What follows belongs to an exercise in optimizing a design on an open flow for small area, a short achievable clock period and few clock cycles per item; a production flow would make more cautious choices.
The RTL was checked by simulation tests, not by an equivalence proof against the original design.

File: design.v
package aes_pkg;
    localparam int block_width = 128;
    localparam int word_width  = 32;
    localparam int byte_width  = 8;
    localparam int round_width = 4;
    localparam logic [round_width-1:0] num_rounds = 4'd10;
    localparam logic [byte_width-1:0] rcon_init = 8'h01;
    typedef union packed {
        logic [0:block_width/byte_width-1][byte_width-1:0] bytes;
        logic [0:block_width/word_width-1][word_width-1:0] words;
    } aes_state_t;
    function automatic logic [byte_width-1:0] xtime(input logic [byte_width-1:0] b);
        xtime = {b[byte_width-2:0], 1'b0} ^ (8'h1b & {byte_width{b[byte_width-1]}});
    endfunction
endpackage
module aes_sbox (
    input  logic [7:0] a,
    output logic [7:0] y
);
    logic U0, U1, U2, U3, U4, U5, U6, U7;
    logic T1, T2, T3, T4, T5, T6, T7, T8, T9, T10, T11, T12;
    logic T13, T14, T15, T16, T17, T18, T19, T20, T21, T22, T23, T24;
    logic T25, T26, T27, M1, M2, M3, M4, M5, M6, M7, M8, M9;
    logic M10, M11, M12, M13, M14, M15, M16, M17, M18, M19, M20, M21;
    logic M22, M23, M37, M38, M39, M40, M41, M42, M43, M44, M45, M46;
    logic M47, M48, M49, M50, M51, M52, M53, M54, M55, M56, M57, M58;
    logic M59, M60, M61, M62, M63, L0, L1, L2, L3, L4, L5, L6;
    logic L7, L8, L9, L10, L11, L12, L13, L14, L15, L16, L17, L18;
    logic L19, L20, L21, L22, L23, L24, L25, L26, L27, L28, L29;
    logic S0, S1, S2, S3, S4, S5, S6, S7;
    localparam logic [15:0] inv_tt_37 = 16'hf650;
    localparam logic [15:0] inv_tt_38 = 16'hc9f0;
    localparam logic [15:0] inv_tt_39 = 16'h8eca;
    localparam logic [15:0] inv_tt_40 = 16'hea26;
    localparam logic [15:0] inv_tt_41 = 16'h23d6;
    localparam logic [15:0] inv_tt_42 = 16'h789a;
    localparam logic [15:0] inv_tt_43 = 16'h3fa0;
    localparam logic [15:0] inv_tt_44 = 16'h64ec;
    localparam logic [15:0] inv_tt_45 = 16'h5b4c;
    assign {U0, U1, U2, U3, U4, U5, U6, U7} = a;
    assign T1 = U0 ^ U3;
    assign T2 = U0 ^ U5;
    assign T3 = U0 ^ U6;
    assign T4 = U3 ^ U5;
    assign T5 = U4 ^ U6;
    assign T6 = T1 ^ T5;
    assign T7 = U1 ^ U2;
    assign T8 = U7 ^ T6;
    assign T9 = U7 ^ T7;
    assign T10 = T6 ^ T7;
    assign T11 = U1 ^ U5;
    assign T12 = U2 ^ U5;
    assign T13 = T3 ^ T4;
    assign T14 = T6 ^ T11;
    assign T15 = T5 ^ T11;
    assign T16 = T5 ^ T12;
    assign T17 = T9 ^ T16;
    assign T18 = U3 ^ U7;
    assign T19 = T7 ^ T18;
    assign T20 = T1 ^ T19;
    assign T21 = U6 ^ U7;
    assign T22 = T7 ^ T21;
    assign T23 = T2 ^ T22;
    assign T24 = T2 ^ T10;
    assign T25 = T20 ^ T17;
    assign T26 = T3 ^ T16;
    assign T27 = T1 ^ T12;
    assign M1 = T13 & T6;
    assign M2 = T23 & T8;
    assign M3 = T14 ^ M1;
    assign M4 = T19 & U7;
    assign M5 = M4 ^ M1;
    assign M6 = T3 & T16;
    assign M7 = T22 & T9;
    assign M8 = T26 ^ M6;
    assign M9 = T20 & T17;
    assign M10 = M9 ^ M6;
    assign M11 = T1 & T15;
    assign M12 = T4 & T27;
    assign M13 = M12 ^ M11;
    assign M14 = T2 & T10;
    assign M15 = M14 ^ M11;
    assign M16 = M3 ^ M2;
    assign M17 = M5 ^ T24;
    assign M18 = M8 ^ M7;
    assign M19 = M10 ^ M15;
    assign M20 = M16 ^ M13;
    assign M21 = M17 ^ M15;
    assign M22 = M18 ^ M13;
    assign M23 = M19 ^ T25;
    assign M37 = inv_tt_37[{M20, M21, M22, M23}];
    assign M38 = inv_tt_38[{M20, M21, M22, M23}];
    assign M39 = inv_tt_39[{M20, M21, M22, M23}];
    assign M40 = inv_tt_40[{M20, M21, M22, M23}];
    assign M41 = inv_tt_41[{M20, M21, M22, M23}];
    assign M42 = inv_tt_42[{M20, M21, M22, M23}];
    assign M43 = inv_tt_43[{M20, M21, M22, M23}];
    assign M44 = inv_tt_44[{M20, M21, M22, M23}];
    assign M45 = inv_tt_45[{M20, M21, M22, M23}];
    assign M46 = M44 & T6;
    assign M47 = M40 & T8;
    assign M48 = M39 & U7;
    assign M49 = M43 & T16;
    assign M50 = M38 & T9;
    assign M51 = M37 & T17;
    assign M52 = M42 & T15;
    assign M53 = M45 & T27;
    assign M54 = M41 & T10;
    assign M55 = M44 & T13;
    assign M56 = M40 & T23;
    assign M57 = M39 & T19;
    assign M58 = M43 & T3;
    assign M59 = M38 & T22;
    assign M60 = M37 & T20;
    assign M61 = M42 & T1;
    assign M62 = M45 & T4;
    assign M63 = M41 & T2;
    assign L0 = M61 ^ M62;
    assign L1 = M50 ^ M56;
    assign L2 = M46 ^ M48;
    assign L3 = M47 ^ M55;
    assign L4 = M54 ^ M58;
    assign L5 = M49 ^ M61;
    assign L6 = M62 ^ L5;
    assign L7 = M46 ^ L3;
    assign L8 = M51 ^ M59;
    assign L9 = M52 ^ M53;
    assign L10 = M53 ^ L4;
    assign L11 = M60 ^ L2;
    assign L12 = M48 ^ M51;
    assign L13 = M50 ^ L0;
    assign L14 = M52 ^ M61;
    assign L15 = M55 ^ L1;
    assign L16 = M56 ^ L0;
    assign L17 = M57 ^ L1;
    assign L18 = M58 ^ L8;
    assign L19 = M63 ^ L4;
    assign L20 = L0 ^ L1;
    assign L21 = L1 ^ L7;
    assign L22 = L3 ^ L12;
    assign L23 = L18 ^ L2;
    assign L24 = L15 ^ L9;
    assign L25 = L6 ^ L10;
    assign L26 = L7 ^ L9;
    assign L27 = L8 ^ L10;
    assign L28 = L11 ^ L14;
    assign L29 = L11 ^ L17;
    assign S0 = L6 ^ L24;
    assign S1 = ~(L16 ^ L26);
    assign S2 = ~(L19 ^ L28);
    assign S3 = L6 ^ L21;
    assign S4 = L20 ^ L22;
    assign S5 = L25 ^ L29;
    assign S6 = ~(L13 ^ L27);
    assign S7 = ~(L6 ^ L23);
    assign y = {S0, S1, S2, S3, S4, S5, S6, S7};
endmodule
`timescale 1ns/100ps
module aes_ctrl (
    input  logic clk,
    input  logic rst,
    input  logic start,
    input  logic last_round,
    output logic running,
    output logic valid
);
    always_ff @(posedge clk or posedge rst) begin
        if (rst) begin
            running <= 1'b0;
            valid   <= 1'b0;
        end else begin
            valid <= running && last_round;
            if (!running) begin
                running <= start;
            end else if (last_round) begin
                running <= 1'b0;
            end
        end
    end
endmodule
`timescale 1ns/100ps
module aes_round_counter (
    input  logic                           clk,
    input  logic                           rst,
    input  logic                           running,
    output logic                           last_round,
    output logic [aes_pkg::byte_width-1:0] rcon
);
    localparam logic [aes_pkg::byte_width-1:0] rcon_last = 8'h36;
    logic [aes_pkg::byte_width-1:0] rcon_q;
    always_ff @(posedge clk or posedge rst) begin
        if (rst) begin
            rcon_q <= '0;
        end else begin
            rcon_q <= aes_pkg::xtime(rcon);
        end
    end
    assign rcon       = running ? rcon_q : aes_pkg::rcon_init;
    assign last_round = (rcon_q == rcon_last);
endmodule
`timescale 1ns/100ps
module aes_key_schedule (
    input  logic                            clk,
    input  logic                            running,
    input  logic [aes_pkg::block_width-1:0] key,
    input  logic [aes_pkg::byte_width-1:0]  rcon,
    output aes_pkg::aes_state_t             round_key,
    output aes_pkg::aes_state_t             prev_key
);
    localparam int word_bytes = aes_pkg::word_width / aes_pkg::byte_width;
    aes_pkg::aes_state_t next_key;
    logic [aes_pkg::word_width-1:0] rot_word;
    logic [aes_pkg::word_width-1:0] sub_word;
    logic [aes_pkg::word_width-1:0] w0_rcon;
    assign prev_key = running ? round_key : key;
    assign rot_word = {prev_key.words[3][aes_pkg::word_width-aes_pkg::byte_width-1:0],
                       prev_key.words[3][aes_pkg::word_width-1 -: aes_pkg::byte_width]};
    for (genvar i = 0; i < word_bytes; i++) begin : g_sbox
        aes_sbox i_sbox (
            .a (rot_word[aes_pkg::byte_width*i +: aes_pkg::byte_width]),
            .y (sub_word[aes_pkg::byte_width*i +: aes_pkg::byte_width])
        );
    end
    assign w0_rcon = prev_key.words[0] ^ {rcon, {(aes_pkg::word_width-aes_pkg::byte_width){1'b0}}};
    logic [aes_pkg::word_width-1:0] w01, w012, w0123;
    assign w01   = w0_rcon ^ prev_key.words[1];
    assign w012  = w01 ^ prev_key.words[2];
    assign w0123 = w012 ^ prev_key.words[3];
    always_comb begin
        next_key.words[0] = w0_rcon ^ sub_word;
        next_key.words[1] = w01 ^ sub_word;
        next_key.words[2] = w012 ^ sub_word;
        next_key.words[3] = w0123 ^ sub_word;
    end
    always_ff @(posedge clk) begin
        round_key <= next_key;
    end
endmodule
`timescale 1ns/100ps
module aes_round (
    input  logic                            clk,
    input  logic                            rst,
    input  logic                            running,
    input  logic                            valid,
    input  logic [aes_pkg::block_width-1:0] plaintext,
    input  aes_pkg::aes_state_t             round_key,
    input  aes_pkg::aes_state_t             round_in_key,
    output logic [aes_pkg::block_width-1:0] ciphertext
);
    localparam int num_bytes = aes_pkg::block_width / aes_pkg::byte_width;
    localparam int num_cols  = aes_pkg::block_width / aes_pkg::word_width;
    aes_pkg::aes_state_t cur_state;
    aes_pkg::aes_state_t mix_state;
    aes_pkg::aes_state_t add_state;
    aes_pkg::aes_state_t sub_state;
    aes_pkg::aes_state_t shift_state;
    logic [aes_pkg::block_width-1:0] result;
    function automatic logic [aes_pkg::word_width-1:0] mix_column(
        input logic [aes_pkg::word_width-1:0] col
    );
        logic [aes_pkg::byte_width-1:0] a0, a1, a2, a3;
        logic [aes_pkg::byte_width-1:0] s0, s1, s2, s3;
        {a0, a1, a2, a3} = col;
        s0 = a0 ^ a1;
        s1 = a1 ^ a2;
        s2 = a2 ^ a3;
        s3 = a3 ^ a0;
        mix_column = {aes_pkg::xtime(s0) ^ (s2 ^ a1),
                      aes_pkg::xtime(s1) ^ (s3 ^ a2),
                      aes_pkg::xtime(s2) ^ (s0 ^ a3),
                      aes_pkg::xtime(s3) ^ (s1 ^ a0)};
    endfunction
    always_comb begin
        for (int c = 0; c < num_cols; c++) begin
            mix_state.words[c] = mix_column(cur_state.words[c]);
        end
    end
    assign add_state = (running ? mix_state : plaintext) ^ round_in_key;
    for (genvar i = 0; i < num_bytes; i++) begin : g_sbox
        aes_sbox i_sbox (
            .a (add_state.bytes[i]),
            .y (sub_state.bytes[i])
        );
    end
    always_comb begin
        for (int c = 0; c < num_cols; c++) begin
            for (int r = 0; r < num_cols; r++) begin
                shift_state.bytes[num_cols*c + r] =
                    sub_state.bytes[num_cols*((c + r) % num_cols) + r];
            end
        end
    end
    always_ff @(posedge clk) begin
        cur_state <= shift_state;
    end
    assign ciphertext = valid ? (cur_state ^ round_key) : result;
    always_ff @(posedge clk or posedge rst) begin
        if (rst) begin
            result <= '0;
        end else begin
            result <= ciphertext;
        end
    end
endmodule
`timescale 1ns/100ps
module aes_core (
    input  logic                            clk,
    input  logic                            rst,
    input  logic                            start,
    input  logic [aes_pkg::block_width-1:0] plaintext,
    input  logic [aes_pkg::block_width-1:0] key,
    output logic [aes_pkg::block_width-1:0] ciphertext,
    output logic                            valid
);
    logic                           running;
    logic                           last_round;
    logic [aes_pkg::byte_width-1:0] rcon;
    aes_pkg::aes_state_t            round_key;
    aes_pkg::aes_state_t            round_in_key;
    aes_ctrl i_aes_ctrl (
        .clk        (clk),
        .rst        (rst),
        .start      (start),
        .last_round (last_round),
        .running    (running),
        .valid      (valid)
    );
    aes_round_counter i_aes_round_counter (
        .clk        (clk),
        .rst        (rst),
        .running    (running),
        .last_round (last_round),
        .rcon       (rcon)
    );
    aes_key_schedule i_aes_key_schedule (
        .clk       (clk),
        .running   (running),
        .key       (key),
        .rcon      (rcon),
        .round_key (round_key),
        .prev_key  (round_in_key)
    );
    aes_round i_aes_round (
        .clk        (clk),
        .rst        (rst),
        .running    (running),
        .valid      (valid),
        .plaintext    (plaintext),
        .round_key    (round_key),
        .round_in_key (round_in_key),
        .ciphertext (ciphertext)
    );
endmodule
File: flow/run.sh
#!/bin/bash
# Standard ORFS layout with these changes:
#  - synthesis maps the logic with its own ABC script
#    (flow/abc_area.script: delay-oriented mapping with some area
#    recovery), which suits this XOR-heavy design far better than
#    the stock scripts;
#  - synthesis skips the half/full-adder extraction, which would
#    freeze XOR/AND pairs of the S-boxes into slow adder cells;
#  - every port still gets its own buffer, but the smallest one.
# The registers and their names are those of the standard synthesis.
# make's output goes to make_finish.log; each ORFS step writes its
# own full log under orfs/logs/.
set -euo pipefail
WORK=$(pwd)
rm -rf "$WORK/scripts_mod"
cp -r "$FLOW_HOME/scripts" "$WORK/scripts_mod"
cp "$WORK/flow/abc_area.script" "$WORK/scripts_mod/abc_area.script"
bash "$WORK/standard.sh" SCRIPTS_DIR="$WORK/scripts_mod" ABC_AREA=1 ADDER_MAP_FILE= \
    BUFFER_PORTS_ARGS="-buffer_cell sky130_fd_sc_hd__buf_1" \
    finish > "$WORK/make_finish.log" 2>&1
File: flow/abc_area.script
strash
dc2
&get -n
&dch
&nf -p -R 50
&put
topo
stime -c
buffer -c
upsize -c
dnsize -c
File: standard.sh
#!/bin/bash
# synth_recipe.tcl (not shown) runs the flow's synth.tcl, then flattens the netlist and writes it again
# the make line also repeats each setting of config.mk as NAME=value (left out here)
make -C /OpenROAD-flow-scripts/flow DESIGN_CONFIG=/design/flow/config.mk WORK_HOME=/design/flow/orfs CLKGATE_MAP_FILE= SYNTH_SCRIPT=/design/flow/synth_recipe.tcl "${@:-finish}"
File: config.mk
export PLATFORM = sky130hd
export DESIGN_NAME = aes_core
export DESIGN_NICKNAME = aes_core
export VERILOG_FILES = /design/flow/design.v
export SDC_FILE = /design/flow/constraint.sdc
export NUM_CORES = 8
export LEC_CHECK = 0
export ABC_AREA = 1
export CAP_MARGIN = 20
export CORE_MARGIN = 2
export CORE_UTILIZATION = 40
export SETUP_SLACK_MARGIN = 1.4
export SLEW_MARGIN = 20
File: constraint.sdc
create_clock -name core_clock -period 7.0 [get_ports {clk}]
set_input_delay 1.4000 -clock core_clock [delete_from_list [all_inputs] [get_ports {clk}]]
set_output_delay 1.4000 -clock core_clock [all_outputs]
set_load 0.01 [all_outputs]
==> out/metrics.cfg, run 1 <==
[status]
status=timing/DRC/antenna clean

[sta]
post-route-period-util_pct=77.8
hold_viol_final=0
max_freq_ghz=0.184
slew_viol_final=0
fin_worst_skew_ps=34.7
hold_slack_ps=481
setup_violations=0
worst_pin_slew_ps=865
min_period_ps=5450
relSlewSlack_pct=42.3
tns_ps=0
rsz0062_at_grt=true

[clocking]
cts_buffers=50
cts_tree=yes
clock_path_buffers=3
clk_pin_slew_worst_paths_ps=60
cts_sinks=394
clockRootBuffer=clkbuf_16
htree_levels=2
clock_latency_ps=650
cts_hold_buf=0

[global_route]
grt_max_degree=156
grt_pass1_wl_um=207000
overflow=0
met2_usage_pct=44.2
grt_busiest_layer=met2
track_usage_pct=27.4
antenna_found_initial=2
grt_pass1_vias=31300
met1_usage_pct=37.0
grt_util_met3_pct=3.88

[logic_synthesis]
netlist.area_leader.share_pct=31.6
ys.flop_type=dfxtp_1
ys_ff_latch=394
seq_area_frac_synth_pct=21.5
synth_fp_nets=4825
syn_inst=4566
ys.warnings.count=4
synth_most_common_cell=xnor2_1
async_flop_share_pct=35.0
syn-cell-area_mm2=0.0399
synth_area_leaders=xnor2_1 (32%), xor2_1 (13%), dfxtp_1 (13%)
synth.distinct_cells=81
synth_edf_count=0
yosys-top-cells-count=xnor2_1 (1439), xor2_1 (592), nor2_1 (584), a21oi_1 (318), nand2_1 (310)
syn_avg_cell_area_um2=8.74
synth_top_cell_by_area=xnor2_1

[layout]
design_area_mm2=0.0471
areaGrowthSynthToFinish_pct=17.9
fillers=9587
diodes=0
layout.nets=5301
final_core_util_pct=47.7
drive_above_1_share_pct=13.9

[drt]
routed_wl_um=145000
via_count=32000
drt_pass1_iterations=5
wl_per_cell_um=22.8
detail-route-antenna-nets=0
drc=0
vias_per_cell=5.02
drtIter0Drc=2817

[critical_path]
worstPathArrival_ps=5990
worstPathRequired_ps=7540
regToRegSetupSlack_ps=1550
cp_slowest_stage_delay_ps=500
critical_path.max_fanout=63
crit_chain=buf_4 > buf_12 > nor2_1 > a21oi_2 > xnor2_1 > xor2_2 > xnor2_2 > xnor2_1 > nor2_1 > xnor2_2 > xor2_4 > inv_2 > or3_1 > nor3b_1 > a21oi_1 > nor2_1 > xnor2_2 > xnor2_1 > xor2_1 > xnor2_1
start_kind=register
slowest_stage=dfrtp_4
worstSetupPathType=register to register
end_kind=register
path_delay_family=XOR/XNOR gates
path_common_cell=xnor2_1
worst-path-buf-inv=3

[floorplan]
core.rowCount=115
boundaryPins=388
die_h_um=320
start_util_pct=40.4
die_area_mm2=0.102
die_x_um=320
core_area_mm2=0.0987

[placed_design]
gp_congestion=1.02
numPortBuffers=387
place_hpwl_um=122000
place_area_mm2=0.0431

[job]
drv_cap=0

[worst_hold_path]
min_path_type=register to register

## flip-flops by register name, summed over array words and instances, names as in the netlist
| name | flops |
|---|---|
| i_aes_round_counter.rcon_q | 8 |
| i_aes_round.result | 128 |
| i_aes_key_schedule.round_key | 128 |
| i_aes_ctrl.running | 1 |
| i_aes_round.cur_state | 128 |
| i_aes_ctrl.valid | 1 |
## cell type report
| cell class | count | area, um2 | area share (%) |
|---|---|---|---|
| multi-input combinational | 4031 | 32300 | 68.7 |
| sequential | 394 | 8600 | 18.3 |
| timing repair buffer | 541 | 2750 | 5.83 |
| tap | 1287 | 1610 | 3.42 |
| clock buffer | 72 | 1470 | 3.11 |
| clock inverter | 21 | 235 | 0.500 |
| inverter | 24 | 95.1 | 0.202 |
## final timing paths
check	startpoint	to	cells after the start
max	i_aes_ctrl.running	i_aes_round.cur_state[42]	20
min	i_aes_round_counter.rcon_q[0]	i_aes_round_counter.rcon_q[1]	1
max reg2reg	i_aes_ctrl.running	i_aes_round.cur_state[42]	20
min reg2reg	i_aes_round_counter.rcon_q[0]	i_aes_round_counter.rcon_q[1]	1
max in group asynchronous	rst	i_aes_ctrl.running	3
min in group asynchronous	rst	i_aes_round.result[127]	2
## per-layer routing
metal	routed length (um)	vias to the layer above
met4	6390	0
li1	-	15400
met1	62700	15200
met5	0	-
met3	10200	233
met2	65700	1152
## layout by cell type, fill, tap and decap left out, types with 8 or more instances in the layout
cell type / netlist / final
o21ai_0: 54 / 54
nor2b_1: 83 / 83
clkbuf_8: 0 / 11
o21ai_1: 11 / 11
nor3_1: 11 / 11
dfxtp_1: 256 / 248
xor2_4: 1 / 18
buf_1: 5 / 387
xnor2_1: 1439 / 1334
nand3_1: 13 / 13
xnor2_4: 9 / 20
mux2i_1: 109 / 89
clkbuf_16: 0 / 52
mux2i_4: 13 / 28
nand2_1: 310 / 310
dfxtp_2: 0 / 8
a21oi_1: 318 / 315
clkbuf_1: 55 / 10
xor2_1: 592 / 533
and2_1: 28 / 28
o22ai_1: 16 / 16
xnor2_2: 125 / 219
inv_1: 20 / 19
nor2_2: 14 / 15
nand2b_1: 84 / 84
and3_1: 8 / 8
mux2i_2: 16 / 21
or2_2: 9 / 9
a31oi_1: 8 / 8
dfrtp_1: 138 / 136
nor2_1: 584 / 583
buf_4: 17 / 142
or2_1: 8 / 8
xor2_2: 56 / 98
a21oi_2: 5 / 8
## through the flow
stage	setup slack (ps)	instances
3_5_place_dp	256	6214
6_report	1550	6370
2_1_floorplan	1640	4566
5_1_grt	1270	6370
4_1_cts	1350	6312
3_3_place_gp	270	6214
## what timing repair did
action | CTS | global route
resized for setup | 56 | 186
endpoints found under the setup margin | 152 | 170
pin swaps | 2 | 29
cloned | 0 | 1
buffers inserted | 5 | 57
## kinds of logic after synthesis
logic type / Yosys count / synth area share [%]
flops: 394 / 21.5
xor+xnor: 2222 / 52.6
simple gates: 1194 / 13.2
buf+inv: 141 / 1.97
compound gates: 476 / 6.65
mux: 139 / 4.05
Testbench counts, summed over its fixed seeds: cycles 9,600, blocks 960.
==> run 2, diff against run 1 <==
--- a/config.mk
+++ b/config.mk
@@ -9,5 +9,5 @@
 export CAP_MARGIN = 20
 export CORE_MARGIN = 2
-export CORE_UTILIZATION = 40
+export CORE_UTILIZATION = 50
 export SETUP_SLACK_MARGIN = 1.4
 export SLEW_MARGIN = 20
==> out/metrics.cfg, run 2 <==
[critical_path]
worstPathRequired_ps=7460  ; -80 ps
start_kind=register
r2r-end=i_aes_round.cur_state[22]
r2r_cells=20  ; unchanged
worstReg2RegStart=i_aes_ctrl.running
startpoint=i_aes_ctrl.running
critical_path.max_fanout=37  ; -41%
end_kind=register
worstSetupPathType=register to register
regToRegSetupSlack_ps=1570  ; +20 ps
worstPathArrival_ps=5900  ; -90 ps

[global_route]
antenna_found_initial=2  ; unchanged
overflow=0  ; unchanged
grt_max_degree=161  ; +3.2%
track_usage_pct=32.8  ; +5.5 points
grt_pass1_wl_um=201000  ; -2.7%
grt_pass1_vias=31300  ; -0.061%

[clocking]
clk_pin_slew_worst_paths_ps=60  ; about the same
htree_levels=2  ; unchanged
clockRootBuffer=clkbuf_16
cts_sinks=394  ; unchanged
cts_hold_buf=0  ; unchanged
cts_tree=yes
cts_buffers=52  ; +4.0%
clock_path_buffers=3  ; unchanged
clock_latency_ps=640  ; about the same

[sta]
max_freq_ghz=0.184  ; +0.30%
rsz0062_at_grt=true
worst_pin_slew_ps=907  ; +41.2 ps
slew_viol_final=0  ; unchanged
min_period_ps=5430  ; -16.2 ps
worst_slack_ps=1570  ; +16.2 ps
tns_ps=0  ; unchanged
setup_violations=0  ; unchanged
relSlewSlack_pct=39.6  ; -2.7 points
hold_viol_final=0  ; unchanged
fin_worst_skew_ps=50.4  ; +15.8 ps
post-route-period-util_pct=77.6  ; -0.23 points

[layout]
reg_top3=i_aes_key_schedule.round_key (128), i_aes_round.cur_state (128), i_aes_round.result (128)
drive_above_1_share_pct=14.7  ; +0.77 points
final_cell_mix=xnor2_1 (1341), nor2_1 (581), xor2_1 (536), buf_1 (387), a21oi_1 (316)
design_area_mm2=0.0472  ; +0.18%
final_core_util_pct=59.7  ; +12 points
multi_input_area_mm2=0.0323  ; -0.11%
layout.nets=5346  ; +0.85%
fillers=7316  ; -24%
final_common_cell=xnor2_1
regArea_mm2=0.00859  ; about the same
areaGrowthSynthToFinish_pct=18.1

[status]
status=timing/DRC/antenna clean

[logic_synthesis]
synth_edf_count=0  ; unchanged
syn-cell-area_mm2=0.0399  ; unchanged
synth_area_leaders=xnor2_1 (32%), xor2_1 (13%), dfxtp_1 (13%)
synth_fp_nets=4825  ; unchanged
async_flop_share_pct=35.0  ; unchanged
synth_top_cell_by_area=xnor2_1
ys_ff_latch=394  ; unchanged
syn_avg_cell_area_um2=8.74  ; unchanged
ys.flop_type=dfxtp_1
ys.warnings.count=4  ; unchanged
yosys-top-cells-count=xnor2_1 (1439), xor2_1 (592), nor2_1 (584), a21oi_1 (318), nand2_1 (310)
seq_area_frac_synth_pct=21.5  ; unchanged
synth_most_common_cell=xnor2_1
syn_inst=4566  ; unchanged
netlist.area_leader.share_pct=31.6  ; unchanged
synth.distinct_cells=81  ; unchanged

[drt]
drtIter0Drc=2252  ; -20%
detail-route-antenna-nets=0  ; unchanged
drc=0  ; unchanged
drt_pass1_iterations=6  ; +1
via_count=32000  ; -0.053%
routed_wl_um=140000  ; -3.7%
wl_per_cell_um=22.6  ; -0.82%
vias_per_cell=5.17  ; +3.0%

[placed_design]
place_hpwl_um=117000  ; -4.2%
place_area_mm2=0.0428  ; -0.55%
gp_congestion=0.958  ; -5.6%
pre_cts_slack_ps=394  ; +138 ps
numPortBuffers=387  ; unchanged

[floorplan]
die_h_um=287  ; -10%
die_area_mm2=0.0821  ; -20%
boundaryPins=388  ; unchanged
core.rowCount=103  ; -10%
start_util_pct=50.5  ; +10 points
core_area_mm2=0.0790  ; -20%
die_x_um=287  ; -10%

[worst_hold_path]
min_to=i_aes_round_counter.rcon_q[1]
worstHoldPathCells=1  ; unchanged
worstHoldStart=i_aes_round_counter.rcon_q[0]
min_path_type=register to register

[job]
drv_cap=0  ; unchanged

==> run 2: layout make-up <==
| class | count | share of cell area [%] |
|---|---|---|
| diodes | 3 | 0.0159 |
| clock buffers | 72 | 3.18 |
| clock inverters | 26 | 0.501 |
| inverters | 24 | 0.202 |
| multi-input cells | 4031 | 68.5 |
| flip-flops and latches | 394 | 18.2 |
| well taps | 1050 | 2.79 |
| repair buffers | 584 | 6.62 |
==> run 2: kinds of logic (layout without fill, tap and decap cells) <==
family / after synthesis / after routing / share of synthesized area [%]
simple gates: 1194 / 1194 / 13.2
buf+inv: 141 / 706 / 1.97
other cells: 0 / 3 / 0
flops: 394 / 394 / 21.5
mux: 139 / 139 / 4.05
xor+xnor: 2222 / 2222 / 52.6
compound gates: 476 / 476 / 6.65
==> run 2: timing repair <==
item / 4_1_cts / 5_1_grt
buffers inserted: 12 / 84
gates cloned: 0 / 2
resized for setup: 36 / 204
setup endpoints to repair: 186 / 172
pin swaps: 2 / 32
==> run 2: worst max-delay path by stage <==
stage                                                   to  slack [ps]  cells after the start
after global routing             i_aes_round.cur_state[42]        1310                     19
after global placement     i_aes_key_schedule.round_key[9]         290                     19
final                            i_aes_round.cur_state[22]        1570                     20
after detailed placement  i_aes_key_schedule.round_key[28]         390                     19
after floorplan                  i_aes_round.cur_state[50]        1640                     18
after CTS                        i_aes_round.cur_state[39]        1400                     19
==> run 2: per-stage QoR <==
step / hold slack [ps] / std cells
4_1_cts: 464 / 6095
5_1_grt: 492 / 6181
2_1_floorplan: 413 / 4566
6_report: 466 / 6184
3_5_place_dp: 457 / 5985
3_3_place_gp: 444 / 5985
==> run 2: metal layers <==
metal  global-route usage (%)  wire length (um)  up-vias
met5                        0                 0        -
met3                     3.14              7210      200
li1                         -                 -    15500
met1                     44.8             61800    15300
met2                     55.0             65400      966
met4                     9.82              5170        0
==> run 2: critical path, stage by stage (launching register included) <==
cell	delay [ps]
dfrtp_4	450
buf_4	170
buf_12	230
buf_16	280
mux2i_2	440
xnor2_1	180
buf_4	200
xnor2_2	190
xnor2_2	360
xor2_1	290
nor2_1	80
xnor2_1	300
xnor2_2	160
buf_4	180
nand2b_1	180
o211a_1	260
nor2_1	200
xnor2_1	200
xor2_1	280
xor2_1	130
xnor2_1	450
==> run 3, diff against run 2 <==
==> flow/abc_area.script (replaced) <==
strash
dc2
&get -n
&dch
&nf -p -R 20
&put
topo
stime -c
buffer -c
upsize -c
dnsize -c
--- a/config.mk
+++ b/config.mk
@@ -9,5 +9,5 @@
 export CAP_MARGIN = 20
 export CORE_MARGIN = 2
-export CORE_UTILIZATION = 50
+export CORE_UTILIZATION = 45
 export SETUP_SLACK_MARGIN = 1.4
 export SLEW_MARGIN = 20
==> out/metrics.cfg, run 3 <==
[status]
status=timing/DRC/antenna clean

[clocking]
clock_latency_ps=620  ; -20 ps
cts_buffers=50  ; -3.8%
cts_hold_buf=0  ; unchanged
clockRootBuffer=clkbuf_16
cts_tree=yes
clk_pin_slew_worst_paths_ps=60  ; about the same
cts_sinks=394  ; unchanged
htree_levels=2  ; unchanged
clock_path_buffers=3  ; unchanged

[layout]
final_common_cell=xnor2_1
instances_no_fill=6206  ; +0.36%
fillers=8318  ; +14%
final_cell_mix=xnor2_1 (1275), nor2_1 (559), xor2_1 (485), buf_1 (387), a21oi_1 (303)
drive_above_1_share_pct=14.7  ; +0.049 points
layout.nets=5257  ; -1.7%
areaGrowthSynthToFinish_pct=18.5
reg_top3=i_aes_key_schedule.round_key (128), i_aes_round.cur_state (128), i_aes_round.result (128)

[logic_synthesis]
synth_most_common_cell=xnor2_1
synth.distinct_cells=86  ; +6.2%
netlist.area_leader.share_pct=30.3  ; -1.3 points
ys_ff_latch=394  ; unchanged
yosys-top-cells-count=xnor2_1 (1400), nor2_1 (563), xor2_1 (545), a21oi_1 (309), nand2_1 (297)
synth_area_leaders=xnor2_1 (30%), dfxtp_1 (13%), xor2_1 (12%)
synth_fp_nets=4777  ; -0.99%
syn_inst=4518  ; -1.1%
syn_avg_cell_area_um2=8.96  ; +2.4%
async_flop_share_pct=35.0  ; unchanged
synth_top_cell_by_area=xnor2_1
syn-cell-area_mm2=0.0405  ; +1.3%
ys.flop_type=dfxtp_1
seq_area_frac_synth_pct=21.2  ; -0.28 points
ys.warnings.count=4  ; unchanged
synth_edf_count=0  ; unchanged

[worst_hold_path]
worstHoldPathCells=1  ; unchanged
min_path_type=register to register

[drt]
routed_wl_um=144000  ; +3.0%
wl_met2_um=66100  ; +1.1%
wl_met1_um=61000  ; -1.4%
detail-route-antenna-nets=0  ; unchanged
drtIter0Drc=2441  ; +8.4%
drc=0  ; unchanged
drt_pass1_iterations=5  ; -1
via_count=31900  ; -0.21%
top_layer_used=met5
vias_per_cell=5.14  ; -0.56%
wl_per_cell_um=23.2  ; +2.7%
met3_length_um=9410  ; +31%

[floorplan]
core_area_mm2=0.0888  ; +12%
die_x_um=304  ; +6.0%
die_area_mm2=0.0923  ; +12%
core.rowCount=109  ; +5.8%
die_h_um=304  ; +6.0%
boundaryPins=388  ; unchanged
start_util_pct=45.6  ; -5.0 points

[global_route]
overflow=0  ; unchanged
track_usage_pct=29.9  ; -3.0 points
grt_pass1_vias=31400  ; +0.30%
grt_max_degree=144  ; -11%
grt_pass1_wl_um=205000  ; +1.8%
antenna_found_initial=8  ; +6

[placed_design]
gp_congestion=0.997  ; +4.0%
dp.cells=6029  ; +0.74%
place_hpwl_um=119000  ; +1.8%
numPortBuffers=387  ; unchanged

[critical_path]
worstPathRequired_ps=7490  ; +30 ps
path_delay_family=XOR/XNOR gates
r2r_cells=22  ; +10%
start_kind=register
worstSetupPathType=register to register
worst-path-buf-inv=6  ; +1
cp_slowest_stage_delay_ps=640  ; +190 ps
end_kind=register
crit_chain=buf_6 > buf_4 > clkbuf_16 > mux2i_4 > buf_12 > xor2_2 > xor2_1 > nand2_1 > xor2_2 > buf_4 > xnor2_2 > inv_1 > and2_1 > nor2_1 > xor2_1 > nor2_1 > xnor2_2 > xnor2_1 > xor2_1 > xnor2_1 > xnor2_2 > xnor2_1
cp_num_cells=22  ; +10%
worstPathArrival_ps=6050  ; +150 ps
slowest_stage=xnor2_1
critical_path.max_fanout=14  ; -62%

[sta]
hold_viol_final=0  ; unchanged
setup_violations=0  ; unchanged
min_period_ps=5560  ; +128 ps
worst_pin_slew_ps=963  ; +56.0 ps
hold_slack_ps=445  ; -20.9 ps
max_freq_ghz=0.180  ; -2.3%
rsz0062_at_grt=true
post-route-period-util_pct=79.4  ; +1.8 points
slew_viol_final=0  ; unchanged
tns_ps=0  ; unchanged
fin_worst_skew_ps=36.5  ; -14.0 ps
relSlewSlack_pct=35.8  ; -3.7 points

[job]
drv_cap=0  ; unchanged

run 3: cell count changes in the layout (fill, tap and decap cells not counted), moves of 13 or more:
cell / previous run / this run
a21oi_1: 316 / 303
buf_4: 183 / 157
mux2i_1: 81 / 97
nand2_1: 310 / 297
nor2_1: 581 / 559
xnor2_1: 1341 / 1275
xnor3_1: 0 / 59
xor2_1: 536 / 485
run 3: path summary, 6_finish.rpt:
| check | from | end | slack, ps |
|---|---|---|---|
| setup / recovery | i_aes_ctrl.running | i_aes_key_schedule.round_key[27] | 1440 |
| hold / removal | i_aes_round_counter.rcon_q[6] | i_aes_ctrl.valid | 440 |
| setup reg to reg | i_aes_ctrl.running | i_aes_key_schedule.round_key[27] | 1440 |
| hold reg to reg | i_aes_round_counter.rcon_q[6] | i_aes_ctrl.valid | 440 |
| max in group asynchronous | rst | i_aes_round.result[45] | 4670 |
| min in group asynchronous | rst | i_aes_round.result[100] | 950 |
run 3: cell families (layout without fill, tap and decap cells):
kind of cell / Yosys count / in the layout / share of synthesized area, %
AOI/OAI and AO/OA: 457 / 457 / 6.40
xor gates and xnor gates: 2178 / 2178 / 52.8
buffers and inverters: 157 / 678 / 2.25
DFF: 394 / 394 / 21.2
muxes: 152 / 152 / 4.32
other: 0 / 2 / 0
and+or+nand+nor: 1180 / 1180 / 13.0
run 3: worst reg2reg max path, cell delays in order (launching register included):
cell and delay, ps:
dfrtp_4 590, buf_6 210, buf_4 150, clkbuf_16 190, mux2i_4 280, buf_12 150, xor2_2 240, xor2_1 220
nand2_1 220, xor2_2 240, buf_4 170, xnor2_2 270, inv_1 160, and2_1 180, nor2_1 110, xor2_1 200
nor2_1 120, xnor2_2 290, xnor2_1 220, xor2_1 170, xnor2_1 650, xnor2_2 260, xnor2_1 170
run 3: area by class of cell:
cell class / instances / area [um2] / area share (%)
clock buffer: 60 / 1350 / 2.81
inverter: 20 / 80.1 / 0.167
timing repair buffer: 565 / 3070 / 6.39
clock inverter: 33 / 429 / 0.895
sequential: 394 / 8600 / 17.9
multi-input combinational: 3967 / 33000 / 68.8
tap: 1165 / 1460 / 3.04
antenna: 2 / 5.00 / 0.0104
run 3: routing by layer:
layer  GRT usage, %  vias to the layer above
met5              0                        -
met4           12.2                        6
met3           3.81                      242
met2           49.3                     1130
met1           39.6                    15200
li1               -                    15300
run 3: repair_timing:
action,CTS,global route
pin swaps,4,40
setup endpoints to repair,141,181
cloned,1,2
resized for setup,63,229
buffers inserted,19,60
run 3: through the flow:
step | utilization [%] | area, um2 | setup WS [ps]
floorplan | - | 40500 | 1480
global placement | 48.8 | 43400 | 30.8
detailed placement | 48.8 | 43400 | 14.7
CTS | 51.6 | 45800 | 1270
global route | 54.0 | 48000 | 1220
finish | 54.0 | 48000 | 1440
==> run 4, diff against run 3 <==
==> flow/abc_area.script (replaced) <==
strash
dc2
&get -n
&dch
&nf -p -R 50
&put
topo
stime -c
buffer -c
upsize -c
dnsize -c
--- a/config.mk
+++ b/config.mk
@@ -10,4 +10,4 @@
 export CORE_MARGIN = 2
 export CORE_UTILIZATION = 45
-export SETUP_SLACK_MARGIN = 1.4
+export SETUP_SLACK_MARGIN = 1.25
 export SLEW_MARGIN = 20
==> out/metrics.cfg, run 4 <==
[sta]
setup_violations=0  ; unchanged
post-route-period-util_pct=78.9  ; -0.57 points
rsz0062_at_grt=true
tns_ps=0  ; unchanged
worst_pin_slew_ps=988  ; +25.4 ps
fin_worst_skew_ps=32.6  ; -3.89 ps
relSlewSlack_pct=32.2  ; -3.6 points
min_period_ps=5520  ; -39.6 ps
hold_viol_final=0  ; unchanged
worst_slack_ps=1480  ; +39.6 ps
max_freq_ghz=0.181  ; +0.72%
slew_viol_final=0  ; unchanged

[layout]
layout.nets=5268  ; +0.21%
final_core_util_pct=52.1  ; -1.9 points
final_cell_mix=xnor2_1 (1373), nor2_1 (584), xor2_1 (561), buf_1 (387), a21oi_1 (318)
areaGrowthSynthToFinish_pct=14.9
drive_above_1_share_pct=11.8  ; -2.9 points
diodes=0  ; -2
final_common_cell=xnor2_1
design_area_mm2=0.0459  ; -4.3%
reg_top3=i_aes_key_schedule.round_key (128), i_aes_round.cur_state (128), i_aes_round.result (128)

[logic_synthesis]
ys.flop_type=dfxtp_1
synth_fp_nets=4825  ; +1.0%
synth_top_family_by_area=XOR/XNOR gates
synth-adder-area-share_pct=0  ; unchanged
synth_compound_area_share_pct=6.65  ; +0.25 points
ys.warnings.count=4  ; unchanged
synth_xor_area_share_pct=52.6  ; -0.19 points
async_flop_share_pct=35.0  ; unchanged
synthMuxAreaShare_pct=4.05  ; -0.28 points
seq_area_frac_synth_pct=21.5  ; +0.28 points
ys_ff_latch=394  ; unchanged
synth_area_leaders=xnor2_1 (32%), xor2_1 (13%), dfxtp_1 (13%)
synth_most_common_cell=xnor2_1
synth.distinct_cells=81  ; -5.8%
yosys-top-cells-count=xnor2_1 (1439), xor2_1 (592), nor2_1 (584), a21oi_1 (318), nand2_1 (310)
syn-cell-area_mm2=0.0399  ; -1.3%
synth_edf_count=0  ; unchanged
netlist.area_leader.share_pct=31.6  ; +1.3 points
synthSimpleGateAreaFrac_pct=13.2  ; +0.21 points
syn_inst=4566  ; +1.1%
synth_top_cell_by_area=xnor2_1
syn_avg_cell_area_um2=8.74  ; -2.4%

[clocking]
cts_tree=yes
clockRootBuffer=clkbuf_16
htree_levels=2  ; unchanged
clock_latency_ps=660  ; +40 ps
clk_pin_slew_worst_paths_ps=60  ; about the same
cts_buffers=52  ; +4.0%
cts_sinks=394  ; unchanged
clock_path_buffers=3  ; unchanged

[critical_path]
crit_chain=buf_1 > mux2i_4 > xor2_2 > xor2_2 > xnor2_1 > nor2_1 > xnor2_1 > xnor2_2 > xnor2_2 > or2_1 > a21oi_1 > a21oi_1 > nor2_2 > xor2_1 > xnor2_1 > xnor2_1 > xnor2_1 > xnor2_1 > xnor2_1 > xnor2_1
critical_path.max_fanout=8  ; -6
path_delay_family=XOR/XNOR gates
worstPathRequired_ps=7580  ; +90 ps
cp_slowest_stage_delay_ps=460  ; -180 ps
start_kind=input port
end_kind=register
path_common_cell=xnor2_1
worst-path-buf-inv=1  ; -5
worstSetupPathType=input port to register
slowest_stage=xnor2_1
worstPathArrival_ps=6100  ; +50 ps

[placed_design]
pre_cts_slack_ps=349  ; +335 ps
place_hpwl_um=120000  ; +1.5%
numPortBuffers=387  ; unchanged
gp_congestion=0.992  ; -0.47%
place_area_mm2=0.0429  ; -1.1%

[drt]
drt_pass1_iterations=5  ; unchanged
vias_per_cell=5.13  ; -0.17%
wl_per_cell_um=23.0  ; -0.86%
drtIter0Drc=2955  ; +21%
drc=0  ; unchanged
routed_wl_um=143000  ; -0.70%
detail-route-antenna-nets=0  ; unchanged
via_count=31900  ; -0.013%

[floorplan]
start_util_pct=45.3  ; -0.25 points
core.rowCount=109  ; unchanged
boundaryPins=388  ; unchanged
die_area_mm2=0.0911  ; -1.3%
die_h_um=302  ; -0.65%
die_x_um=302  ; -0.65%
core_area_mm2=0.0881  ; -0.77%

[global_route]
antenna_found_initial=3  ; -5
track_usage_pct=30.4  ; +0.55 points
grt_pass1_wl_um=203000  ; -0.77%
grt_max_degree=155  ; +7.6%
grt_pass1_vias=31200  ; -0.59%
overflow=0  ; unchanged

[job]
drv_cap=0  ; unchanged

[worst_hold_path]
min_path_type=register to register

[status]
status=timing/DRC/antenna clean

==> run 4: cell count changes after synthesis, moves of 13 or more <==
| cell | before | now |
|---|---|---|
| clkbuf_1 | 78 | 55 |
| xnor2_1 | 1400 | 1439 |
| xnor2_2 | 103 | 125 |
| nor2_1 | 563 | 584 |
| xnor3_1 | 60 | 0 |
| nand2_1 | 297 | 310 |
| mux2i_1 | 122 | 109 |
| xor2_1 | 545 | 592 |
==> run 4: worst paths after layout <==
| kind | slack (ps) | cells past startpoint | endpoint | from |
|---|---|---|---|---|
| worst max-delay path | 1480 | 20 | i_aes_key_schedule.round_key[5] | key[30] |
| worst min-delay path | 480 | 1 | i_aes_round_counter.rcon_q[3] | i_aes_round_counter.rcon_q[2] |
| worst max register to register | 1480 | 21 | i_aes_key_schedule.round_key[5] | i_aes_ctrl.running |
| worst min register to register | 480 | 1 | i_aes_round_counter.rcon_q[3] | i_aes_round_counter.rcon_q[2] |
| max in group asynchronous | 5030 | 3 | i_aes_round.result[71] | rst |
| min in group asynchronous | 750 | 2 | i_aes_round_counter.rcon_q[1] | rst |
==> run 4: logic make-up (layout without fill, tap and decap cells) <==
family,after synthesis,after routing
multiplexers,139,139
buffers and inverters,141,626
XOR/XNOR,2222,2222
flip-flops,394,394
AO/OA/AOI/OAI,476,476
AND/OR/NAND/NOR,1194,1194
==> run 4: cell type report <==
cell class,count,area (um2)
clock inverter,33,384
clock buffer,63,1430
inverter,24,95.1
fill,8534,42200
timing repair buffer,506,2450
multi-input combinational,4031,31500
tap,1165,1460
sequential,394,8590
==> run 4: layer usage <==
metal,part of all wire [%],track usage [%]
met1,44,40.6
met2,46,50.1
met3,6.4,4.89
met4,3.9,9.97
met5,0.019,0
==> run 4: worst reg2reg max path, cell delays in order, from the launching register on <==
cell     delay (ps)
dfrtp_4         450
buf_12          140
buf_12          180
mux2i_4         390
xor2_2          260
xor2_2          410
xnor2_1         220
nor2_1           90
xnor2_1         290
xnor2_2         120
xnor2_2         330
or2_1           210
a21oi_1          50
a21oi_1         250
nor2_2           90
xor2_1          190
xnor2_1         310
xnor2_1         140
xnor2_1         460
xnor2_1         270
xnor2_1         440
xnor2_1         170
==> run 4: stage by stage <==
step           cells  hold WS, ps
2_1_floorplan   4566          413
3_3_place_gp    6092          466
3_5_place_dp    6092          460
4_1_cts         6194          470
5_1_grt         6216          493
6_report        6216          476
==> run 4: what timing repair did <==
action | 4_1_cts | 5_1_grt
resized for setup | 19 | 112
buffers inserted | 6 | 22
setup endpoints to repair | 107 | 145
hold buffers | 0 | 0
pin swaps | 0 | 13
==> run 5, diff against run 4 <==
--- a/config.mk
+++ b/config.mk
@@ -10,4 +10,4 @@
 export CORE_MARGIN = 2
 export CORE_UTILIZATION = 45
-export SETUP_SLACK_MARGIN = 1.25
+export SETUP_SLACK_MARGIN = 1.5
 export SLEW_MARGIN = 20
==> out/metrics.cfg, run 5 <==
[status]
status=timing/DRC/antenna clean

[logic_synthesis]
synth_edf_count=0  ; unchanged
synth.distinct_cells=81  ; unchanged
ys_ff_latch=394  ; unchanged
yosys-top-cells-count=xnor2_1 (1439), xor2_1 (592), nor2_1 (584), a21oi_1 (318), nand2_1 (310)
ys.flop_type=dfxtp_1
syn_avg_cell_area_um2=8.74  ; unchanged
ys.warnings.count=4  ; unchanged
synth_top_cell_by_area=xnor2_1
seq_area_frac_synth_pct=21.5  ; unchanged
synth_most_common_cell=xnor2_1
synth_area_leaders=xnor2_1 (32%), xor2_1 (13%), dfxtp_1 (13%)
netlist.area_leader.share_pct=31.6  ; unchanged
syn-cell-area_mm2=0.0399  ; unchanged
async_flop_share_pct=35.0  ; unchanged
synth_fp_nets=4825  ; unchanged
syn_inst=4566  ; unchanged

[drt]
met3_length_um=8970  ; -2.3%
detail-route-antenna-nets=0  ; unchanged
via_count=32400  ; +1.4%
wl_met1_um=62700  ; +0.42%
vias_per_cell=5.15  ; +0.33%
drt_pass1_iterations=5  ; unchanged
wl_per_cell_um=22.9  ; -0.32%
routed_wl_um=144000  ; +0.78%
drtIter0Drc=2836  ; -4.0%
top_layer_used=met5
drc=0  ; unchanged
wl_met2_um=66600  ; +1.5%

[sta]
worst_pin_slew_ps=913  ; -74.6 ps
rsz0062_at_grt=true
worst_slack_ps=1650  ; +174 ps
hold_viol_final=0  ; unchanged
relSlewSlack_pct=37.4  ; +5.1 points
tns_ps=0  ; unchanged
hold_slack_ps=472  ; -4.24 ps
min_period_ps=5350  ; -174 ps
post-route-period-util_pct=76.4  ; -2.5 points
slew_viol_final=0  ; unchanged
fin_worst_skew_ps=32.2  ; -0.398 ps
setup_violations=0  ; unchanged
max_freq_ghz=0.187  ; +3.3%

[clocking]
htree_levels=2  ; unchanged
clk_pin_slew_worst_paths_ps=60  ; about the same
cts_buffers=52  ; unchanged
cts_tree=yes
cts_sinks=394  ; unchanged
clock_path_buffers=3  ; unchanged
clock_latency_ps=660  ; about the same
clockRootBuffer=clkbuf_16

[layout]
areaGrowthSynthToFinish_pct=19.4
reg_top3=i_aes_key_schedule.round_key (128), i_aes_round.cur_state (128), i_aes_round.result (128)
instances_no_fill=6285  ; +1.1%
diodes=0  ; unchanged
final_cell_mix=xnor2_1 (1313), nor2_1 (581), xor2_1 (519), buf_1 (387), a21oi_1 (315)
drive_above_1_share_pct=15.7  ; +3.9 points
layout.nets=5337  ; +1.3%
multi_input_area_mm2=0.0327  ; +3.9%
regArea_mm2=0.00860  ; +0.17%
fillers=8343  ; -2.2%
final_common_cell=xnor2_1
design_area_mm2=0.0477  ; +3.9%
final_core_util_pct=54.1  ; +2.0 points

[floorplan]
core_area_mm2=0.0881  ; unchanged
die_h_um=302  ; unchanged
die_x_um=302  ; unchanged
die_area_mm2=0.0911  ; unchanged
core.rowCount=109  ; unchanged
start_util_pct=45.3  ; unchanged
boundaryPins=388  ; unchanged

[critical_path]
worstPathArrival_ps=5920  ; -180 ps
critical_path.max_fanout=5  ; -3
end_kind=register
worstSetupPathType=register to register
worstPathRequired_ps=7570  ; about the same
start_kind=register

[worst_hold_path]
min_path_type=register to register

[global_route]
grt_pass1_vias=31300  ; +0.33%
grt_max_degree=155  ; unchanged
grt_pass1_wl_um=204000  ; +0.58%
overflow=0  ; unchanged
track_usage_pct=30.5  ; +0.10 points
antenna_found_initial=3  ; unchanged

[placed_design]
gp_congestion=0.992  ; unchanged
place_area_mm2=0.0429  ; unchanged
place_hpwl_um=120000  ; unchanged
pre_cts_slack_ps=349  ; unchanged
numPortBuffers=387  ; unchanged
dp.cells=6092  ; unchanged

[job]
drv_cap=0  ; unchanged

## run 5: final cells by class
cell class,instances,share of cell area [%]
Sequential cell,394,18.0
Clock buffer,63,2.99
Inverter,24,0.199
Multi-Input combinational cell,4033,68.6
Timing Repair Buffer,573,6.28
Tap cell,1165,3.06
Clock inverter,33,0.806
## run 5: cell families after synthesis
| family | Yosys count | share of synthesized area (%) |
|---|---|---|
| AND/OR/NAND/NOR | 1194 | 13.2 |
| flip-flops | 394 | 21.5 |
| XOR/XNOR | 2222 | 52.6 |
| buffers and inverters | 141 | 1.97 |
| AO/OA/AOI/OAI | 476 | 6.65 |
| multiplexers | 139 | 4.05 |
## run 5: worst paths after layout
check | startpoint | to | slack [ps] | cells past startpoint
max in group asynchronous | rst | i_aes_round.result[71] | 5030 | 3
min in group asynchronous | rst | i_aes_round_counter.rcon_q[1] | 740 | 2
max reg2reg | i_aes_round.cur_state[127] | i_aes_round.cur_state[45] | 1650 | 19
max | i_aes_round.cur_state[127] | i_aes_round.cur_state[45] | 1650 | 19
min reg2reg | i_aes_round_counter.rcon_q[2] | i_aes_round_counter.rcon_q[3] | 470 | 1
min | i_aes_round_counter.rcon_q[2] | i_aes_round_counter.rcon_q[3] | 470 | 1
## run 5: routing by layer
layer | vias up | track usage, %
met5 | - | 0
met4 | 4 | 10.2
met3 | 246 | 3.86
met2 | 1169 | 50.2
met1 | 15500 | 41.4
li1 | 15400 | -
## run 5: timing repair
item / in CTS / in global routing
gates cloned: 0 / 2
pin swaps: 1 / 53
buffers inserted: 7 / 88
endpoints found under the setup margin: 196 / 176
gates resized for setup: 79 / 230
hold buffers: 0 / 0
## run 5: critical path: stages, from the launching register on
cell     delay (ps)
dfxtp_1         630
xnor2_2         220
xor2_1          210
xnor2_2         440
a21oi_1         240
xnor2_2         260
xnor2_1         500
xor2_2          290
nor2_1           90
xnor2_1         140
xnor2_1         250
xor2_2          250
inv_2            60
or3_1           360
and3_1          210
nor2_1          230
xnor2_1         220
xor2_1          310
xnor2_1         180
xnor2_1         160
==> run 6, diff against run 5 <==
==> flow/abc_area.script (replaced) <==
strash
dc2
&get -n
&dch
&nf -p -R 50 -k
&put
topo
stime -c
buffer -c
upsize -c
dnsize -c
--- a/config.mk
+++ b/config.mk
@@ -10,4 +10,4 @@
 export CORE_MARGIN = 2
 export CORE_UTILIZATION = 45
-export SETUP_SLACK_MARGIN = 1.5
+export SETUP_SLACK_MARGIN = 1.4
 export SLEW_MARGIN = 20
==> out/metrics.cfg, run 6 <==
[status]
status=timing/DRC/antenna clean

[critical_path]
start_kind=register
cp_slowest_stage_delay_ps=630  ; about the same
crit_end=i_aes_round.cur_state[12]
r2r-end=i_aes_round.cur_state[12]
crit_chain=xor2_2 > xnor2_1 > a21oi_1 > xor2_2 > xor2_1 > xor2_1 > buf_4 > nor2b_1 > xnor2_1 > xnor2_2 > xnor2_4 > nor2_1 > nor2_1 > xor2_1 > nand2b_1 > xnor2_4 > xor2_1 > xnor2_1 > xor2_1
worstReg2RegStart=i_aes_round.cur_state[95]
slowest_stage=dfxtp_1
path_common_cell=xor2_1
critical_path.max_fanout=10  ; +5
cp_num_cells=19  ; unchanged
startpoint=i_aes_round.cur_state[95]
end_kind=register
worstSetupPathType=register to register
path_delay_family=XOR/XNOR gates
regToRegSetupSlack_ps=1580  ; -70 ps
r2r_cells=19  ; unchanged
worst-path-buf-inv=1  ; unchanged
worstPathArrival_ps=5960  ; +40 ps
worstPathRequired_ps=7540  ; -30 ps

[drt]
met3_length_um=9930  ; +11%
wl_met2_um=66200  ; -0.55%
drt_pass1_iterations=5  ; unchanged
wl_per_cell_um=22.9  ; +0.12%
vias_per_cell=5.15  ; about the same
drc=0  ; unchanged
wl_met1_um=61700  ; -1.5%
via_count=32100  ; -0.65%
drtIter0Drc=2938  ; +3.6%
top_layer_used=met5
detail-route-antenna-nets=0  ; unchanged
routed_wl_um=143000  ; -0.47%

[layout]
fillers=8418  ; +0.90%
final_common_cell=xnor2_1
reg_top3=i_aes_key_schedule.round_key (128), i_aes_round.cur_state (128), i_aes_round.result (128)
final_cell_mix=xnor2_1 (1334), nor2_1 (582), xor2_1 (536), buf_1 (387), a21oi_1 (317)
multi_input_area_mm2=0.0322  ; -1.4%
drive_above_1_share_pct=14.0  ; -1.7 points
regArea_mm2=0.00859  ; -0.12%
layout.nets=5300  ; -0.69%
areaGrowthSynthToFinish_pct=17.5
diodes=0  ; unchanged

[clocking]
clockRootBuffer=clkbuf_16
clock_latency_ps=660  ; about the same
cts_hold_buf=0  ; unchanged
htree_levels=2  ; unchanged
cts_sinks=394  ; unchanged
cts_buffers=52  ; unchanged
clk_pin_slew_worst_paths_ps=60  ; about the same
clock_path_buffers=3  ; unchanged
cts_tree=yes

[logic_synthesis]
synth_area_leaders=xnor2_1 (32%), xor2_1 (13%), dfxtp_1 (13%)
async_flop_share_pct=35.0  ; unchanged
seq_area_frac_synth_pct=21.5  ; unchanged
yosys-top-cells-count=xnor2_1 (1439), xor2_1 (592), nor2_1 (584), a21oi_1 (318), nand2_1 (310)
synth_fp_nets=4825  ; unchanged
syn_avg_cell_area_um2=8.74  ; unchanged
synth_most_common_cell=xnor2_1
ys.flop_type=dfxtp_1
synth_top_cell_by_area=xnor2_1
netlist.area_leader.share_pct=31.6  ; unchanged
synth.distinct_cells=81  ; unchanged
syn-cell-area_mm2=0.0399  ; unchanged
syn_inst=4566  ; unchanged
ys.warnings.count=4  ; unchanged
synth_edf_count=0  ; unchanged
ys_ff_latch=394  ; unchanged

[placed_design]
gp_congestion=0.992  ; unchanged
place_hpwl_um=120000  ; unchanged
numPortBuffers=387  ; unchanged

[floorplan]
start_util_pct=45.3  ; unchanged
die_area_mm2=0.0911  ; unchanged
core.rowCount=109  ; unchanged
core_area_mm2=0.0881  ; unchanged
die_h_um=302  ; unchanged
die_x_um=302  ; unchanged
boundaryPins=388  ; unchanged

[global_route]
grt_pass1_vias=31200  ; -0.28%
antenna_found_initial=3  ; unchanged
overflow=0  ; unchanged
grt_max_degree=155  ; unchanged
grt_pass1_wl_um=204000  ; -0.41%
track_usage_pct=30.5  ; -0.063 points

[sta]
post-route-period-util_pct=77.5  ; +1.1 points
slew_viol_final=0  ; unchanged
rsz0062_at_grt=true
min_period_ps=5420  ; +74.3 ps
hold_viol_final=0  ; unchanged
max_freq_ghz=0.184  ; -1.4%
worst_pin_slew_ps=985  ; +71.7 ps
fin_worst_skew_ps=35.5  ; +3.32 ps
setup_violations=0  ; unchanged
tns_ps=0  ; unchanged
relSlewSlack_pct=32.4  ; -4.9 points

[worst_hold_path]
min_path_type=register to register

[job]
drv_cap=0  ; unchanged

-- run 6: cell counts after synthesis --
No cell type changed its count.
-- run 6: cells by family after synthesis --
logic type	count (synthesis)	share of synthesized area (%)
AO/OA/AOI/OAI	476	6.65
XOR/XNOR	2222	52.6
buffers and inverters	141	1.97
flip-flops	394	21.5
multiplexers	139	4.05
AND/OR/NAND/NOR	1194	13.2
-- run 6: timing repair --
action	in CTS	in global routing
buffers inserted	6	53
gates resized for setup	46	191
gates cloned	0	1
endpoints found under the hold margin	0	0
endpoints found under the setup margin	169	165
pin swaps	0	27
-- run 6: per-layer routing --
layer,vias up,GRT usage (%)
li1,15400,-
met1,15400,40.8
met2,1170,50.2
met3,230,4.78
met4,4,9.77
met5,-,0
-- run 6: through the flow --
stage | cells | util [%] | worst slack [ps] | area (um2) | hold slack (ps)
floorplan | 4566 | - | 1640 | 39900 | 413
detailed placement | 6092 | 48.7 | 349 | 42900 | 460
finish | 6248 | 53.2 | 1580 | 46900 | 474
global route | 6248 | 53.2 | 1260 | 46900 | 493
CTS | 6194 | 51.2 | 1320 | 45100 | 470
global placement | 6092 | 48.7 | 221 | 42900 | 466
-- run 6: final cells by class --
| cell class | instances | share of cell area, % |
|---|---|---|
| clock buffers | 63 | 3.04 |
| multi-input cells | 4032 | 68.7 |
| inverters | 24 | 0.203 |
| clock inverters | 33 | 0.819 |
| repair buffers | 537 | 5.80 |
| flip-flops and latches | 394 | 18.3 |
| well taps | 1165 | 3.11 |
-- run 6: worst reg2reg max path: stages, from the launching register on --
cell and delay (ps):
dfxtp_1 630, xor2_2 370, xnor2_1 180, a21oi_1 400, xor2_2 310, xor2_1 430, xor2_1 190, buf_4 170
nor2b_1 170, xnor2_1 180, xnor2_2 150, xnor2_4 310, nor2_1 150, nor2_1 130, xor2_1 250, nand2b_1 180
xnor2_4 290, xor2_1 300, xnor2_1 210, xor2_1 330
-- run 6: worst min-delay path by stage --
stage                                             start                       endpoint  slack (ps)  cells after the start
after detailed placement  i_aes_round_counter.rcon_q[6]               i_aes_ctrl.valid         460                      1
final                     i_aes_round_counter.rcon_q[2]  i_aes_round_counter.rcon_q[3]         470                      1
after floorplan           i_aes_round_counter.rcon_q[6]               i_aes_ctrl.valid         410                      1
after global placement    i_aes_round_counter.rcon_q[3]  i_aes_round_counter.rcon_q[4]         470                      1
after global routing      i_aes_round_counter.rcon_q[2]  i_aes_round_counter.rcon_q[3]         490                      1
after CTS                 i_aes_round_counter.rcon_q[2]  i_aes_round_counter.rcon_q[3]         470                      1
==> run 7, diff against run 6 <==
==> flow/abc_area.script (replaced) <==
strash
dc2
&get -n
&dch
&nf -p -R 30
&put
topo
stime -c
buffer -c
upsize -c
dnsize -c
==> out/metrics.cfg, run 7 <==
[critical_path]
slowest_stage=dfrtp_4
end_kind=register
crit_chain=buf_12 > buf_4 > buf_4 > mux2i_4 > buf_4 > xor2_2 > xor2_2 > xor2_1 > nor2_2 > xor2_1 > xnor2_1 > xnor2_2 > nand2_1 > and4b_1 > or3_1 > xnor2_2 > xor2_1 > xnor2_1 > xnor2_1
cp_slowest_stage_delay_ps=470  ; -160 ps
worstPathArrival_ps=5980  ; +20 ps
start_kind=register
worstSetupPathType=register to register
worstPathRequired_ps=7530  ; about the same

[clocking]
clock_latency_ps=640  ; -20 ps
cts_tree=yes
clock_path_buffers=3  ; unchanged
cts_buffers=50  ; -3.8%
clockRootBuffer=clkbuf_16
cts_sinks=394  ; unchanged
htree_levels=2  ; unchanged

[drt]
via_count=32000  ; -0.45%
detail-route-antenna-nets=0  ; unchanged
routed_wl_um=142000  ; -0.65%
vias_per_cell=5.11  ; -0.71%

[worst_hold_path]
min_path_type=register to register

[placed_design]
gp_congestion=1.01  ; +1.7%
numPortBuffers=387  ; unchanged

[global_route]
overflow=0  ; unchanged
track_usage_pct=29.8  ; -0.66 points
grt_pass1_vias=31300  ; +0.34%
antenna_found_initial=1  ; -2
grt_max_degree=124  ; -20%

[logic_synthesis]
synth_top_cell_by_area=xnor2_1
seq_area_frac_synth_pct=21.2  ; -0.29 points
syn_inst=4531  ; -0.77%
synth_area_leaders=xnor2_1 (30%), dfxtp_1 (13%), xor2_1 (13%)
synth_fp_nets=4790  ; -0.73%
synth_most_common_cell=xnor2_1
yosys-top-cells-count=xnor2_1 (1405), xor2_1 (583), nor2_1 (562), a21oi_1 (310), nand2_1 (301)
netlist.area_leader.share_pct=30.4  ; -1.2 points
syn_avg_cell_area_um2=8.93  ; +2.2%
ys_ff_latch=394  ; unchanged
ys.warnings.count=4  ; unchanged
ys.flop_type=dfxtp_1

[sta]
slew_viol_final=0  ; unchanged
hold_slack_ps=477  ; +3.79 ps
post-route-period-util_pct=77.9  ; +0.49 points
relSlewSlack_pct=45.8  ; +13 points
setup_violations=0  ; unchanged
worst_pin_slew_ps=813  ; -172 ps
max_freq_ghz=0.183  ; -0.62%
tns_ps=0  ; unchanged
hold_viol_final=0  ; unchanged
fin_worst_skew_ps=28.7  ; -6.73 ps
min_period_ps=5460  ; +34.0 ps

[floorplan]
die_x_um=304  ; +0.68%
boundaryPins=388  ; unchanged
die_h_um=304  ; +0.68%
core.rowCount=109  ; unchanged
die_area_mm2=0.0924  ; +1.4%
core_area_mm2=0.0888  ; +0.77%

[layout]
reg_top3=i_aes_key_schedule.round_key (128), i_aes_round.cur_state (128), i_aes_round.result (128)
layout.nets=5315  ; +0.28%
regArea_mm2=0.00860  ; about the same
drive_above_1_share_pct=14.8  ; +0.84 points
fillers=8276  ; -1.7%
final_common_cell=xnor2_1
final_cell_mix=xnor2_1 (1313), nor2_1 (561), xor2_1 (528), buf_1 (387), a21oi_1 (302)
multi_input_area_mm2=0.0326  ; +1.3%
areaGrowthSynthToFinish_pct=17.6

[status]
status=timing/DRC/antenna clean

[run 7: worst paths after layout]
check,endpoint,cells after the start,start,slack (ps)
max,i_aes_round.cur_state[79],19,i_aes_ctrl.running,1540
min,i_aes_round_counter.rcon_q[4],1,i_aes_round_counter.rcon_q[3],480
max reg2reg,i_aes_round.cur_state[79],19,i_aes_ctrl.running,1540
min reg2reg,i_aes_round_counter.rcon_q[4],1,i_aes_round_counter.rcon_q[3],480
max in group asynchronous,i_aes_ctrl.valid,3,rst,5060
min in group asynchronous,i_aes_round.result[95],2,rst,760
[run 7: worst max-delay path: cells and delay by family (launching register included)]
kind	cells	cell delay [ps]
flops	1	470
xor+xnor	10	2690
simple gates	4	990
mux	1	420
buf+inv	4	760
[run 7: final cells by class]
| class | instances | share of cell area (%) |
|---|---|---|
| multi-input combinational | 4002 | 68.6 |
| sequential | 394 | 18.1 |
| inverter | 17 | 0.145 |
| antenna | 2 | 0.0105 |
| tap | 1165 | 3.06 |
| clock inverter | 20 | 0.515 |
| timing repair buffer | 591 | 6.61 |
| clock buffer | 73 | 3.03 |
[run 7: kinds of logic (layout without fill, tap and decap cells)]
logic type	Yosys count	after routing	synth area share [%]
flip-flops	394	394	21.2
multiplexers	145	145	4.34
XOR/XNOR	2210	2210	52.8
AO/OA/AOI/OAI	469	469	6.60
buffers and inverters	135	701	2.08
other	0	2	0
AND/OR/NAND/NOR	1178	1178	13.0
[run 7: stage by stage]
step / cell area (um2) / std cells / setup WS [ps]
final: 47600 / 6264 / 1540
after global routing: 47600 / 6262 / 1290
after CTS: 45600 / 6183 / 1300
after detailed placement: 43600 / 6080 / 466
after global placement: 43600 / 6080 / 533
after floorplan: 40500 / 4531 / 1610
[run 7: timing repair]
action / CTS / global route
gates resized for setup: 32 / 188
hold buffers: 0 / 0
buffers inserted: 10 / 79
pin swaps: 0 / 38
setup endpoints to repair: 189 / 159
[run 7: metal layers]
metal / vias up / track usage [%] / wire, um / part of all wire, %
met2: 1011 / 49.2 / 66100 / 46
met5: - / 0 / 0 / 0
li1: 15400 / - / - / -
met3: 227 / 3.49 / 7170 / 5.0
met1: 15400 / 39.5 / 62200 / 44
met4: 0 / 12.2 / 6900 / 4.8

-- afterwards: timing with drivers on the ports --
The results above use ideal ports. As a check the final layouts listed here were re-extracted and re-timed, cells and wires unchanged.
Step 1, drivers: a clkbuf_16 drives clk and a buf_2 each remaining input, both assumed.
Step 2, shift: input delay + t, output delay - t, t = (earliest + latest rising clock arrival at the registers) / 2. This alone moves slack from input paths to output paths.
Slacks: ideal ports / drivers / drivers and shift; pairs: ideal ports / drivers.
run	t (ns)	slack for setup (ns)	worst slew at a driven data input, ns
run 1	0.701	1.551 / 1.551 / 0.930	0.09
run 2	0.686	1.567 / 1.567 / 0.999	0.12
run 3	0.675	1.439 / 1.439 / 0.880	0.14
run 4	0.717	1.479 / 1.479 / 0.812	0.12
run 5	0.712	1.653 / 1.653 / 1.041	0.11
run 6	0.716	1.578 / 1.578 / 0.957	0.12
run 7	0.694	1.544 / 1.544 / 0.957	0.07
After both steps setup and hold are still met in every run listed. For run 4, which loses most, drivers alone change the setup slack by 0.000 ns; drivers and shift together by -0.667 ns.
